This is an optimization exercise on Yosys and OpenROAD, whose aim is small area, a short achievable clock period and few clock cycles per item, not a production implementation.
In this exercise RTL edits were held to simulation tests only and were not proved equivalent to the original.
Power is estimated from default activity; no workload was simulated.

## P
// muldiv_engine
module muldiv_engine #(
  parameter int WIDTH      = 32,
  parameter int MUL_STAGES = 2
) (
  input  logic             clock,
  input  logic             reset,
  input  logic             flush,
  input  logic [WIDTH-1:0] in_src0,
  input  logic [WIDTH-1:0] in_src1,
  input  logic [1:0]       in_op,
  input  logic             in_sign,
  input  logic             in_valid,
  output logic             in_ready,
  output logic             out_valid,
  input  logic             out_ready,
  output logic [WIDTH-1:0] out_res0,
  output logic [WIDTH-1:0] out_res1,
  output logic             busy
);
  localparam logic [2:0] IDLE = 3'd0;
  localparam logic [2:0] MUL  = 3'd1;
  localparam logic [2:0] NORM = 3'd2;
  localparam logic [2:0] DIV  = 3'd3;
  localparam logic [2:0] DONE = 3'd4;
  localparam logic [1:0] OP_MUL = 2'd1;
  localparam logic [1:0] OP_DIV = 2'd2;
  logic [2:0]  state;
  logic [4:0]  cnt;      
  logic [63:0] P;        
  logic [34:0] A;        
  logic [32:0] B;        
  logic        qneg, qnz;
  logic [4:0]  qpos;
  ...
Size: roughly 0.025 sq mm of cells after synthesis.
==> flow/config.mk <==
export PLATFORM = sky130hd
export DESIGN_NAME = muldiv_engine
export DESIGN_NICKNAME = muldiv_engine
export VERILOG_FILES = /design/flow/design.v
export SDC_FILE = /design/flow/constraint.sdc
export NUM_CORES = 4
export LEC_CHECK = 0
export CAP_MARGIN = 20
export CORE_MARGIN = 2
export CORE_UTILIZATION = 40
export SLEW_MARGIN = 20
export TNS_END_PERCENT = 5
==> flow/constraint.sdc <==
create_clock -name core_clock -period 11.0 [get_ports {clock}]
set_input_delay 2.2000 -clock core_clock [delete_from_list [all_inputs] [get_ports {clock}]]
set_output_delay 2.2000 -clock core_clock [all_outputs]
set_load 0.01 [all_outputs]
standard.sh (not shown) runs the stock make flow with config.mk's settings and CLKGATE_MAP_FILE= SYNTH_SCRIPT=/design/flow/synth_recipe.tcl, a recipe that flattens the netlist after the stock synthesis.
==> flow/flow/run.sh <==
#!/bin/bash
# Standard synthesis and layout; only the setup repair margin is raised so
# that repair_timing works towards a shorter period than the 11 ns clock.
set -euo pipefail
bash standard.sh synth > synth.log 2>&1
bash standard.sh finish SETUP_SLACK_MARGIN=6.5 > layout.log 2>&1
P finished all stages; the layout is clean.
Testbench counts of P, summed over its fixed seeds: cycles 19,131, items 3,200.
Changes in Q relative to P:
-- flow/flow/run.sh --
<<< P, line 4
set -euo pipefail
bash standard.sh synth > synth.log 2>&1
bash standard.sh finish SETUP_SLACK_MARGIN=6.5 > layout.log 2>&1
>>> Q, line 4
set -euo pipefail
bash standard.sh synth > synth.log 2>&1
bash standard.sh finish SETUP_SLACK_MARGIN=6 > layout.log 2>&1
-- flow/config.mk --
<<< P, line 8
export CAP_MARGIN = 20
export CORE_MARGIN = 2
export CORE_UTILIZATION = 40
export SLEW_MARGIN = 20
export TNS_END_PERCENT = 5
>>> Q, line 8
export CAP_MARGIN = 20
export CORE_MARGIN = 2
export CORE_UTILIZATION = 60
export SLEW_MARGIN = 20
export TNS_END_PERCENT = 5
--- outcome ---
- Q finished every step from synthesis to the final layout, and the layout passed the timing, design-rule and antenna checks.
- On critical path depth: Q sits below P.
- ~same number of multi-input combinational cells in P and Q
- Of P and Q, Q shows the lower cell count, with P above it.
- The wire length after detailed routing in Q sits 3.1% above the value recorded for P.
- Q ended with less design area than P.
> inputs changed (Q -> R)
-- flow/flow/run.sh --
<<< Q, line 4
set -euo pipefail
bash standard.sh synth > synth.log 2>&1
bash standard.sh finish SETUP_SLACK_MARGIN=6 > layout.log 2>&1
>>> R, line 4
set -euo pipefail
bash standard.sh synth > synth.log 2>&1
bash standard.sh finish SETUP_SLACK_MARGIN=5.5 > layout.log 2>&1
-- flow/config.mk --
<<< Q, line 8
export CAP_MARGIN = 20
export CORE_MARGIN = 2
export CORE_UTILIZATION = 60
export SLEW_MARGIN = 20
export TNS_END_PERCENT = 5
>>> R, line 8
export CAP_MARGIN = 20
export CORE_MARGIN = 2
export CORE_UTILIZATION = 40
export SLEW_MARGIN = 20
export TNS_END_PERCENT = 5
==> results.txt <==
R was carried through to the last stage, and its layout satisfied the timing, design-rule and antenna checks. R: clock power share is 0.9 points higher than what Q reported. Register fraction of the total cell area, R and Q: lower on Q. Setup slack: R vs Q down 170 ps. Of R and Q, the run reporting the lower fmax was R. Going from Q to R, the largest stage delay on the critical path was found to have gone up by 260 ps. As of R, number of setup buffers added after CTS had fallen by more than half compared to Q. Q -> R: floorplan die height increased by more than 10%. Compared R vs Q, and layout overhead on the synthesized area is down in R. Going from Q to R, data arrival time of the critical path grows by 160 ps.

* * *

Another version of the RTL of muldiv_engine (not shown whole).
For scale: roughly 3000 cells after synthesis, ~150 flip-flops, about 140 I/O pins, about 25000 um2 of cells after synthesis.
export LEC_CHECK = 0
export CAP_MARGIN = 20
export CORE_MARGIN = 2
export CORE_UTILIZATION = 40
export SLEW_MARGIN = 20
create_clock -name core_clock -period 11.0 [get_ports {clock}]
==> flow/flow/run.sh <==
#!/bin/bash
# Standard synthesis and layout; only the setup repair margin is raised so
# that repair_timing works towards a shorter period than the 11 ns clock.
set -euo pipefail
bash standard.sh synth > synth.log 2>&1
bash standard.sh finish SETUP_SLACK_MARGIN=6 > layout.log 2>&1
Testbench counts at the start, summed over its fixed seeds: cycles 19,131, items 3,200.
Edit:
==> flow/run.sh (new file) <==
#!/bin/bash
# synth_recipe.tcl (not shown) runs the flow's synth.tcl, then flattens the netlist and writes it again
# the make line also repeats each setting of config.mk as NAME=value (left out here)
make -C /OpenROAD-flow-scripts/flow DESIGN_CONFIG=/design/flow/config.mk WORK_HOME=/design/flow/orfs CLKGATE_MAP_FILE= SYNTH_SCRIPT=/design/flow/synth_recipe.tcl finish
SETUP_SLACK_MARGIN = 5   (was not set)
TNS_END_PERCENT = 5   (was not set)
removed: flow/flow/run.sh
removed: flow/standard.sh
What happened: Cell count fell by a few percent; count of clock-buffer cells in the layout does not change; sequential power rose by a few percent; sequential share of layout area rose by 2.2 points; setup slack is worse by 0.45 ns; power fell by roughly a tenth; register-to-register slack is worse by 0.87 ns; cell area fell by roughly a tenth; routed wire length fell by roughly a tenth; clock skew stays flat; clock power fell by roughly a tenth.
Edit:
TNS_END_PERCENT = not set   (was 5)
Total power rose by 1.6%.
Count of clock-buffer cells in the layout rose by 4.
Global-route usage stays flat.
Final area rose by 1.1%.

* * *

== run A ==
Another version of the RTL of muldiv_engine (not shown whole).
For scale: about 3100 cells after synthesis, about 140 I/O pins, roughly 25000 um2 of cells after synthesis.
clock: 11.0 ns
lec_check: 0
cap_margin: 20
core_margin: 2
core_utilization: 40
place_density: 0.8
slew_margin: 20
tns_end_percent: 5
==> flow/flow/run.sh <==
#!/bin/bash
# Standard synthesis and layout; only the setup repair margin is raised so
# that repair_timing works towards a shorter period than the 11 ns clock.
set -euo pipefail
bash standard.sh synth > synth.log 2>&1
bash standard.sh finish SETUP_SLACK_MARGIN=6 > layout.log 2>&1
Run A ran to completion and came out clean on the timing, design-rule and antenna checks.
Testbench counts of run A, summed over its fixed seeds: cycles 19,131, items 3,200.
Changes in run B relative to run A:
Settings: removing PLACE_DENSITY (formerly 0.8).
Results
Run B: no failed stages, no open violations at the end. Compared to run A, run B has detailed placer's ending HPWL 9000 um higher. Re post-placement worst setup slack: run A and run B aren't equal, and the lower value belongs to run B. Run B vs. run A: critical path depth in cells now sits higher, area of the mapped netlist about even.
For run C, these inputs were changed with respect to run B:
Settings: TNS_END_PERCENT changed from 5 to 20.
==> flow/flow/run.sh <==
#!/bin/bash
# Standard synthesis and layout. Only repair settings differ: the setup
# repair margin is raised so that repair_timing works towards a shorter
# period than the 11 ns clock, the ports get plain buffers, and repair may
# swap a cell for one of another footprint.
set -euo pipefail
bash standard.sh synth > synth.log 2>&1
bash standard.sh finish SETUP_SLACK_MARGIN=6 MATCH_CELL_FOOTPRINT=0 \
  'BUFFER_PORTS_ARGS=-buffer_cell sky130_fd_sc_hd__buf_4' > layout.log 2>&1
[summary]
Compared to run B, run C shows a wider setup margin. Termination of the worst setup path = bc[4]$_DFFE_PP_: run C; termination of the worst setup path = bc[1]$_DFFE_PP_: run B. The count of buffering cells on the critical path with inverters included in run C sits 1 above the value recorded for run B. Row part of the power in registers: run C lower / run B higher. The proportion of power drawn by the clock network of run C is higher than that of run B. Delta (run C minus run B): total global-route track usage grew by 1.6 points, combinational fraction of design power held steady. Lower summed area of non-filler cells in the final layout goes to run C over run B. Run C vs. run B: layout filler cell count +19; total via count after detailed routing +492; clock transition at the registers of the reported paths ~0 delta; area growth from synthesis to layout -0.89 points.
Changes in run D relative to run C:
Settings: TNS_END_PERCENT changed from 20 to 5.
-- flow/flow/run.sh --
<<< run C, line 8
bash standard.sh finish SETUP_SLACK_MARGIN=6 MATCH_CELL_FOOTPRINT=0 \
>>> run D, line 8
bash standard.sh finish SETUP_SLACK_MARGIN=6.5 MATCH_CELL_FOOTPRINT=0 \
Notes after the runs:
- Summary of run D over run C: worst setup slack shows a reduction of 22 ps; hold slack shows a reduction of 5.1 ps; die area shows no meaningful change.
- Of the two values seen for top metal layer carrying routed signals, met4 was produced by run C and met5 by run D.

* * *

muldiv_engine, a different RTL version from the one above (not shown whole).
Size in the first run: about 2,800 cells after synthesis, about 140 flip-flops, roughly 140 I/O pins, roughly 22,000 µm² of cells after synthesis.
==> flow/design.v (excerpt) <==
module muldiv_engine #(
  parameter int WIDTH      = 32,
  parameter int MUL_STAGES = 2
) (
  input  logic             clock,
  input  logic             reset,
  input  logic             flush,
  input  logic [WIDTH-1:0] in_src0,
  input  logic [WIDTH-1:0] in_src1,
  input  logic [1:0]       in_op,
  input  logic             in_sign,
  input  logic             in_valid,
  output logic             in_ready,
  output logic             out_valid,
  input  logic             out_ready,
  output logic [WIDTH-1:0] out_res0,
  output logic [WIDTH-1:0] out_res1,
  output logic             busy
);
==> flow/config.mk <==
export PLATFORM = sky130hd
export DESIGN_NAME = muldiv_engine
export DESIGN_NICKNAME = muldiv_engine
export VERILOG_FILES = /design/flow/design.v
export SDC_FILE = /design/flow/constraint.sdc
export NUM_CORES = 4
export LEC_CHECK = 0
export CAP_MARGIN = 20
export CORE_MARGIN = 2
export CORE_UTILIZATION = 40
export SLEW_MARGIN = 20
==> flow/constraint.sdc <==
create_clock -name core_clock -period 11.0 [get_ports {clock}]
set_input_delay 2.2000 -clock core_clock [delete_from_list [all_inputs] [get_ports {clock}]]
set_output_delay 2.2000 -clock core_clock [all_outputs]
set_load 0.01 [all_outputs]
==> flow/flow/run.sh <==
#!/bin/bash
# Standard synthesis and layout; only the setup repair margin is raised so
# that repair_timing works towards a shorter period than the 11 ns clock.
set -euo pipefail
bash standard.sh synth > synth.log 2>&1
bash standard.sh finish SETUP_SLACK_MARGIN=6 > layout.log 2>&1
Testbench counts at the start, summed over its fixed seeds: cycles 18,301, items 3,200.
Rerun with:
==> flow/run.sh (new file) <==
#!/bin/bash
# synth_recipe.tcl (not shown) runs the flow's synth.tcl, then flattens the netlist and writes it again
# the make line also repeats each setting of config.mk as NAME=value (left out here)
make -C /OpenROAD-flow-scripts/flow DESIGN_CONFIG=/design/flow/config.mk WORK_HOME=/design/flow/orfs CLKGATE_MAP_FILE= SYNTH_SCRIPT=/design/flow/synth_recipe.tcl finish
--- a/flow/config.mk
+++ b/flow/config.mk
@@ -10,2 +10,3 @@
 export CORE_UTILIZATION = 40
+export SETUP_SLACK_MARGIN = 5
 export SLEW_MARGIN = 20
removed: flow/flow/run.sh
removed: flow/standard.sh
Final cell count shrinks by 3.9%.
Global-route usage shrinks by 1.6 points.
Power shrinks by 10%.
Utilization shrinks by 5.0 points.
Fmax grows by 2.3%.
Combinational power shrinks by 12%.
Setup slack improved by 0.15 ns.
Wire length shrinks by 5.5%.
Count of clock-buffer cells in the layout grows by 4.
Die area stays the same.
Non-clock buffer count shrinks by 153.

* * *

Another version of the RTL of muldiv_engine (not shown whole).
Size: ~3200 cells after synthesis, about 160 flip-flops, ~0.026 mm^2 of cells after synthesis.
clock: 11.0 ns
lec_check: 0
cap_margin: 20
core_margin: 2
core_utilization: 40
slew_margin: 20
tns_end_percent: 5
==> flow/flow/run.sh <==
#!/bin/bash
# Standard synthesis and layout. Only repair settings differ: the setup
# repair margin is raised so that repair_timing works towards a shorter
# period than the 11 ns clock, the ports get plain buffers, and repair may
# swap a cell for one of another footprint.
set -euo pipefail
bash standard.sh synth > synth.log 2>&1
bash standard.sh finish SETUP_SLACK_MARGIN=6 MATCH_CELL_FOOTPRINT=0 \
  'BUFFER_PORTS_ARGS=-buffer_cell sky130_fd_sc_hd__buf_4' > layout.log 2>&1
Testbench counts at the start, summed over its fixed seeds: cycles 19,131, items 3,200.
Edit:
--- a/flow/flow/run.sh
+++ b/flow/flow/run.sh
@@ -8,2 +8,2 @@
 bash standard.sh finish SETUP_SLACK_MARGIN=6 MATCH_CELL_FOOTPRINT=0 \
-  'BUFFER_PORTS_ARGS=-buffer_cell sky130_fd_sc_hd__buf_4' > layout.log 2>&1
+  'BUFFER_PORTS_ARGS=-buffer_cell sky130_fd_sc_hd__buf_1' > layout.log 2>&1
The changed run passed the timing, design-rule and antenna checks.
Count of clock-buffer cells in the layout is unchanged.
Design area goes down by 1.8%.
Cell count stays flat.
Sequential cell count stays the same.
Setup slack improved by 120 ps.
Core utilization falls by 0.85 points.
Non-clock buffer count goes up by 8.
Power goes down by 2.9%.

* * *

RTL: one of the versions met above, not the one the previous note started from.
Size: ~3,100 cells after synthesis, about 160 flip-flops, about 140 I/O pins.
clock: 11.0 ns
lec_check: 0
cap_margin: 20
core_margin: 2
core_utilization: 40
gpl_timing_driven: 0
slew_margin: 20
tns_end_percent: 5
==> flow/flow/run.sh <==
#!/bin/bash
# Standard synthesis and layout. Only repair settings differ: the setup
# repair margin is raised so that repair_timing works towards a shorter
# period than the 11 ns clock, the ports get plain buffers, and repair may
# swap a cell for one of another footprint.
set -euo pipefail
bash standard.sh synth > synth.log 2>&1
bash standard.sh finish SETUP_SLACK_MARGIN=6 MATCH_CELL_FOOTPRINT=0 \
  'BUFFER_PORTS_ARGS=-buffer_cell sky130_fd_sc_hd__buf_4' > layout.log 2>&1
The first run finished with timing, DRC and antenna clean.
Testbench counts at the start, summed over its fixed seeds: cycles 19,131, items 3,200.
Then changed:
GPL_TIMING_DRIVEN = unset   (was 0)
Synthesized area is unchanged.
Synthesized cell count does not change.
Die area stays the same.
Then changed:
--- a/flow/flow/run.sh
+++ b/flow/flow/run.sh
@@ -8,2 +8,2 @@
 bash standard.sh finish SETUP_SLACK_MARGIN=6 MATCH_CELL_FOOTPRINT=0 \
-  'BUFFER_PORTS_ARGS=-buffer_cell sky130_fd_sc_hd__buf_4' > layout.log 2>&1
+  'BUFFER_PORTS_ARGS=-buffer_cell sky130_fd_sc_hd__buf_1' > layout.log 2>&1
What happened: Utilization went up by 0.19 points. Via count stays flat. Power hardly moves. Wire length went down by 0.57%. Sequential share of layout area is about the same.

-- re-timing with driven ports --
The results above use ideal ports. As a check the final layouts listed here were re-extracted and re-timed, cells and wires unchanged. Step 1 sets driving cells, clkbuf_16 on the clock port and buf_2 on the other inputs (assumed; they add their load-dependent delay and slew). Step 2 also shifts input and output timing later by t, the mid clock arrival at the registers, as if the neighbouring blocks saw the same clock. a / b / c = ideal ports / drivers / drivers and shift; a / b = the first two.
run | t, ns | slack for setup (ns) | worst setup path at the end | clock arrival spread, ns | cell pins on the clock port's net
P | 0.574 | 5.406 / 5.411 / 4.837 | input to register | 0.023 / 0.022 | 1
Q | 0.546 | 5.577 / 5.603 / 5.057 | input to register | 0.033 / 0.033 | 1
R | 0.555 | 5.409 / 5.440 / 4.884 | input to register | 0.025 / 0.025 | 1
the first run of note 2 | 0.566 | 5.350 / 5.350 / 4.784 | input to register | 0.016 / 0.016 | 1
the second run of note 2 | 0.552 | 4.897 / 4.931 / 4.380 | input to register | 0.017 / 0.017 | 1
the third run of note 2 | 0.553 | 5.057 / 5.086 / 4.533 | input to register | 0.027 / 0.026 | 1
run A | 0.547 | 5.371 / 5.399 / 4.852 | input to register | 0.026 / 0.026 | 1
run B | 0.554 | 5.446 / 5.455 / 4.906 | input to register | 0.019 / 0.019 | 1
run C | 0.570 | 5.469 / 5.496 / 4.926 | input to register | 0.028 / 0.028 | 1
run D | 0.558 | 5.446 / 5.471 / 4.913 | input to register | 0.023 / 0.023 | 1
the first run of note 4 | 0.548 | 4.560 / 4.580 / 4.031 | input to register | 0.017 / 0.017 | 1
the second run of note 4 | 0.563 | 4.707 / 4.717 / 4.154 | input to register | 0.026 / 0.026 | 1
the first run of note 5 | 0.546 | 5.312 / 5.354 / 4.808 | input to register | 0.019 / 0.019 | 1
the second run of note 5 | 0.550 | 5.435 / 5.475 / 4.925 | input to register | 0.022 / 0.022 | 1
the first run of note 6 | 0.559 | 5.274 / 5.298 / 4.739 | input to register | 0.012 / 0.012 | 1
the second run of note 6 | 0.552 | 5.412 / 5.429 / 4.877 | input to register | 0.020 / 0.020 | 1
the third run of note 6 | 0.552 | 5.518 / 5.538 / 4.985 | input to register | 0.020 / 0.021 | 1
After both steps every run listed still meets setup and hold. The setup slack of P, which loses most, moves by +0.005 ns with the drivers and by -0.569 ns with both steps.
